What follows belongs to an exercise in optimizing a design on an open flow for a short achievable clock period and few clock cycles; a production flow would make more cautious choices. In this exercise RTL edits were held to simulation tests only and were not proved equivalent to the original. No activity file was given, so power comes from the tool's default toggle rates.

==> flow/design.v <==
module phy_dly_loader #(
  parameter int         NUM_DLY    = 96,
  parameter logic [7:0] DLY_INIT   = 8'h00,
  parameter int         SET_CYCLES = 2
) (
  input  logic       clk,
  input  logic       rst_in,
  input  logic       wr_en,
  input  logic [6:0] wr_addr,
  input  logic [7:0] wr_data,
  input  logic [6:0] rd_addr,
  output logic [7:0] rd_data,
  input  logic       start,
  input  logic       force_all,
  output logic       busy,
  output logic       done,
  output logic [6:0] dly_addr,
  output logic [7:0] dly_data,
  output logic       ld_delay,
  output logic       set
);
  localparam int NG = 12;    
  typedef enum logic [1:0] {
    IDLE = 2'd0,    
    LOAD = 2'd1,    
    SET1 = 2'd2,    
    SET2 = 2'd3     
  } state_t;
  state_t state_q, state_d;
  logic [7:0]    tbl  [NUM_DLY];
  logic [7:0]    tblr_n [NUM_DLY];   
  logic [95:0]   dirty;           
  logic [95:0]   mask;            
  logic [NG-1:0] gnz;             
  logic [NG-1:0] cur;             
  logic [7:0]    low  [NG];       
  logic [NG-1:0] gmul;            
  function automatic logic [7:0] lowest8(input logic [7:0] v);
    for (int i = 0; i < 8; i++) begin
      logic below;
      below = 1'b0;
      for (int k = 0; k < i; k++) below = below | v[k];
      lowest8[i] = v[i] & ~below;
    end
  endfunction
  function automatic logic multi8(input logic [7:0] v);
    multi8 = 1'b0;
    for (int i = 1; i < 8; i++)
      for (int k = 0; k < i; k++) multi8 = multi8 | (v[i] & v[k]);
  endfunction
  function automatic logic [NG-1:0] lowest12(input logic [NG-1:0] v);
    for (int i = 0; i < NG; i++) begin
      logic below;
      below = 1'b0;
      for (int k = 0; k < i; k++) below = below | v[k];
      lowest12[i] = v[i] & ~below;
    end
  endfunction
  logic [95:0]   pick;            
  logic [95:0]   mclr;            
  logic [NG-1:0] gmul_c;          
  logic [NG-1:0] cur_d;
  logic [NG-1:0] sec;             
  logic [7:0]    gdat [NG];
  logic [2:0]    gidx [NG];
  logic [7:0]    pdat_lo, pdat_hi;    
  logic [6:0]    paddr;
  logic          any, stay;
  always_comb begin
    pdat_lo = '0;
    pdat_hi = '0;
    paddr = '0;
    stay  = 1'b0;
    for (int g = 0; g < NG; g++) begin
      mclr[g*8 +: 8] = mask[g*8 +: 8] & ~low[g];
      gmul_c[g] = multi8(mclr[g*8 +: 8]);
      gdat[g] = '0;
      gidx[g] = '0;
      for (int j = 0; j < 8; j++) begin
        pick[g*8+j] = cur[g] & low[g][j];
        gdat[g] = gdat[g] | ({8{low[g][j]}} & tbl[g*8+j]);
        gidx[g] = gidx[g] | ({3{low[g][j]}} & 3'(j));
      end
      if (g < NG/2) pdat_lo = pdat_lo | ({8{cur[g]}} & gdat[g]);
      else          pdat_hi = pdat_hi | ({8{cur[g]}} & gdat[g]);
      paddr = paddr | ({7{cur[g]}} & {4'(g), gidx[g]});
      stay  = stay  | (cur[g] & gmul[g]);
    end
    any = |cur;
    sec = lowest12(gnz & ~cur);
    cur_d = (cur & gmul) | (stay ? '0 : sec);
  end
  logic        accept, frc, picking;
  logic [95:0] whit;              
  logic [95:0] dnext;             
  logic [NG-1:0] wg;              
  logic [NG-1:0] wlt;             
  logic [7:0]    wj;              
  logic [7:0]    wjlt;            
  logic [NG-1:0] gd, gd_below;    
  logic [NG-1:0] cur_idle, gnz_idle, gmul_idle;
  logic [7:0]    low_idle [NG];
  assign accept  = (state_q == IDLE) && start;
  assign frc     = accept && force_all;
  assign picking = (accept && (force_all || any)) || (state_q == LOAD && any);
  always_comb begin
    for (int i = 0; i < NUM_DLY; i++) whit[i] = wr_en && (wr_addr == 7'(i));
    dnext = dirty | whit;
    for (int g = 0; g < NG; g++) begin
      wg[g]  = wr_en && (wr_addr[6:3] == 4'(g));
      wlt[g] = wr_en && (wr_addr[6:3] < 4'(g));
      gd[g]  = |dirty[g*8 +: 8];
    end
    for (int j = 0; j < 8; j++) begin
      wj[j]   = (wr_addr[2:0] == 3'(j));
      wjlt[j] = (wr_addr[2:0] < 3'(j));
    end
    for (int g = 0; g < NG; g++) begin
      gd_below[g] = 1'b0;
      for (int k = 0; k < g; k++) gd_below[g] = gd_below[g] | gd[k];
      gnz_idle[g]  = gd[g] | wg[g];
      cur_idle[g]  = (gd[g] | wg[g]) & ~gd_below[g] & ~wlt[g];
      gmul_idle[g] = multi8(dirty[g*8 +: 8])
                   | (wg[g] & |(dirty[g*8 +: 8] & ~wj));
      for (int j = 0; j < 8; j++) begin
        logic db;
        db = 1'b0;
        for (int k = 0; k < j; k++) db = db | dirty[g*8+k];
        low_idle[g][j] = (dirty[g*8+j] | (wg[g] & wj[j])) & ~db & ~(wg[g] & wjlt[j]);
      end
    end
  end
  always_comb begin
    state_d = state_q;
    unique case (state_q)
      IDLE: if (start) state_d = (force_all || any) ? LOAD : SET1;
      LOAD: if (!any) state_d = SET1;
      SET1: state_d = SET2;
      SET2: state_d = IDLE;
      default: state_d = IDLE;
    endcase
  end
  always_ff @(posedge clk or posedge rst_in) begin
    if (rst_in) begin
      state_q  <= IDLE;
      busy     <= 1'b0;
      done     <= 1'b0;
      set      <= 1'b0;
      ld_delay <= 1'b0;
    end else begin
      state_q  <= state_d;
      busy     <= (state_d != IDLE);
      done     <= (state_q == SET2);
      set      <= (state_d == SET1) || (state_d == SET2);
      ld_delay <= picking;
    end
  end
  logic [7:0] dlo_n, dhi_n;
  always_ff @(posedge clk) begin
    dly_addr <= frc ? 7'd0 : paddr;
    dlo_n    <= ~(frc ? tbl[0] : pdat_lo);
    dhi_n    <= ~(frc ? 8'd0 : pdat_hi);
  end
  assign dly_data = ~(dlo_n & dhi_n);
  always_ff @(posedge clk or posedge rst_in) begin
    if (rst_in) begin
      for (int i = 0; i < NUM_DLY; i++) tbl[i] <= DLY_INIT;
      for (int i = 0; i < NUM_DLY; i++) tblr_n[i] <= ~DLY_INIT;
      dirty <= '1;
    end else begin
      for (int i = 0; i < NUM_DLY; i++) begin
        if (whit[i]) tbl[i] <= wr_data;
        if (whit[i]) tblr_n[i] <= ~wr_data;
        if (whit[i]) dirty[i] <= 1'b1;
        else if (picking && (frc ? (i == 0) : pick[i])) dirty[i] <= 1'b0;
      end
    end
  end
  always_ff @(posedge clk or posedge rst_in) begin
    if (rst_in) begin
      mask <= '1;
      gnz  <= '1;
      cur  <= NG'(1);
      gmul <= '1;
      for (int g = 0; g < NG; g++) low[g] <= 8'd1;
    end else if (frc) begin
      mask <= ~96'd1;
      gnz  <= '1;
      cur  <= NG'(1);
      gmul <= '1;
      low[0] <= 8'd2;
      for (int g = 1; g < NG; g++) low[g] <= 8'd1;
    end else if (accept || state_q == LOAD) begin
      for (int g = 0; g < NG; g++) begin
        if (cur[g]) begin
          mask[g*8 +: 8] <= mclr[g*8 +: 8];
          gnz[g]         <= |mclr[g*8 +: 8];
          gmul[g]        <= gmul_c[g];
          low[g]         <= lowest8(mclr[g*8 +: 8]);
        end
      end
      cur <= cur_d;
    end else begin
      mask <= dnext;
      gnz  <= gnz_idle;
      gmul <= gmul_idle;
      cur  <= cur_idle;
      for (int g = 0; g < NG; g++) low[g] <= low_idle[g];
    end
  end
  logic [NG-1:0] rhs;             
  logic [7:0]    rls;             
  logic [7:0]    rgrp [NG];
  logic [7:0]    rnext;
  always_comb begin
    for (int g = 0; g < NG; g++) rhs[g] = (rd_addr[6:3] == 4'(g));
    for (int j = 0; j < 8; j++)  rls[j] = (rd_addr[2:0] == 3'(j));
    rnext = '0;
    for (int g = 0; g < NG; g++) begin
      rgrp[g] = '0;
      for (int j = 0; j < 8; j++) rgrp[g] = rgrp[g] | ({8{rls[j]}} & ~tblr_n[g*8+j]);
      rnext = rnext | ({8{rhs[g]}} & rgrp[g]);
    end
  end
  always_ff @(posedge clk or posedge rst_in) begin
    if (rst_in) rd_data <= '0;
    else        rd_data <= rnext;
  end
endmodule
clock: 6.0 ns
lec_check: 0
cap_margin: 20
core_margin: 2
core_utilization: 55
cts_cluster_diameter: 60
cts_cluster_size: 25
setup_slack_margin: 3.6
slew_margin: 20
run.sh (not shown) runs the stock make flow with config.mk's settings and CLKGATE_MAP_FILE= SYNTH_SCRIPT=/design/flow/synth_recipe.tcl, a recipe that flattens the netlist after the stock synthesis.
Testbench counts at the start, summed over its fixed seeds: cycles 5,937.
Then changed:
CORE_UTILIZATION = 60   (was 55)
Result: Count of clock-buffer cells in the layout shrinks by 5. Via count came out higher by a few percent. Wire length went down slightly. First-iteration DRC count came out higher by about a fifth. Setup slack improves by 0.034 ns. Fmax goes up slightly. Sequential share of layout area is about the same. Final area barely changes. Utilization came out higher by 5.6 points. Die area goes down by a little under a tenth. Power shrinks slightly.

==> re-timing with driven ports <==
Ports are ideal in the flow. The routed layouts listed here were re-timed in OpenROAD. Step 1: set_driving_cell puts a clkbuf_16 on clk and a buf_2 on each other input, an assumption about the parent block. Step 2, shift: input delay + t, output delay - t, t = (earliest + latest rising clock arrival at the registers) / 2. This alone moves slack from input paths to output paths. a / b / c = no drivers / after step 1 / after step 2; a / b = the first two.
run	shift t [ns]	setup slack, ns	worst register clock-pin slew, ns
the first run	0.889	3.322 / 3.022 / 2.133	0.09 / 0.09
the second run	0.885	3.356 / 3.064 / 2.179	0.10 / 0.10
After both steps every run listed still meets setup and hold. The setup slack of the first run, which loses most, moves by -0.300 ns with the drivers and by -1.189 ns with both steps.
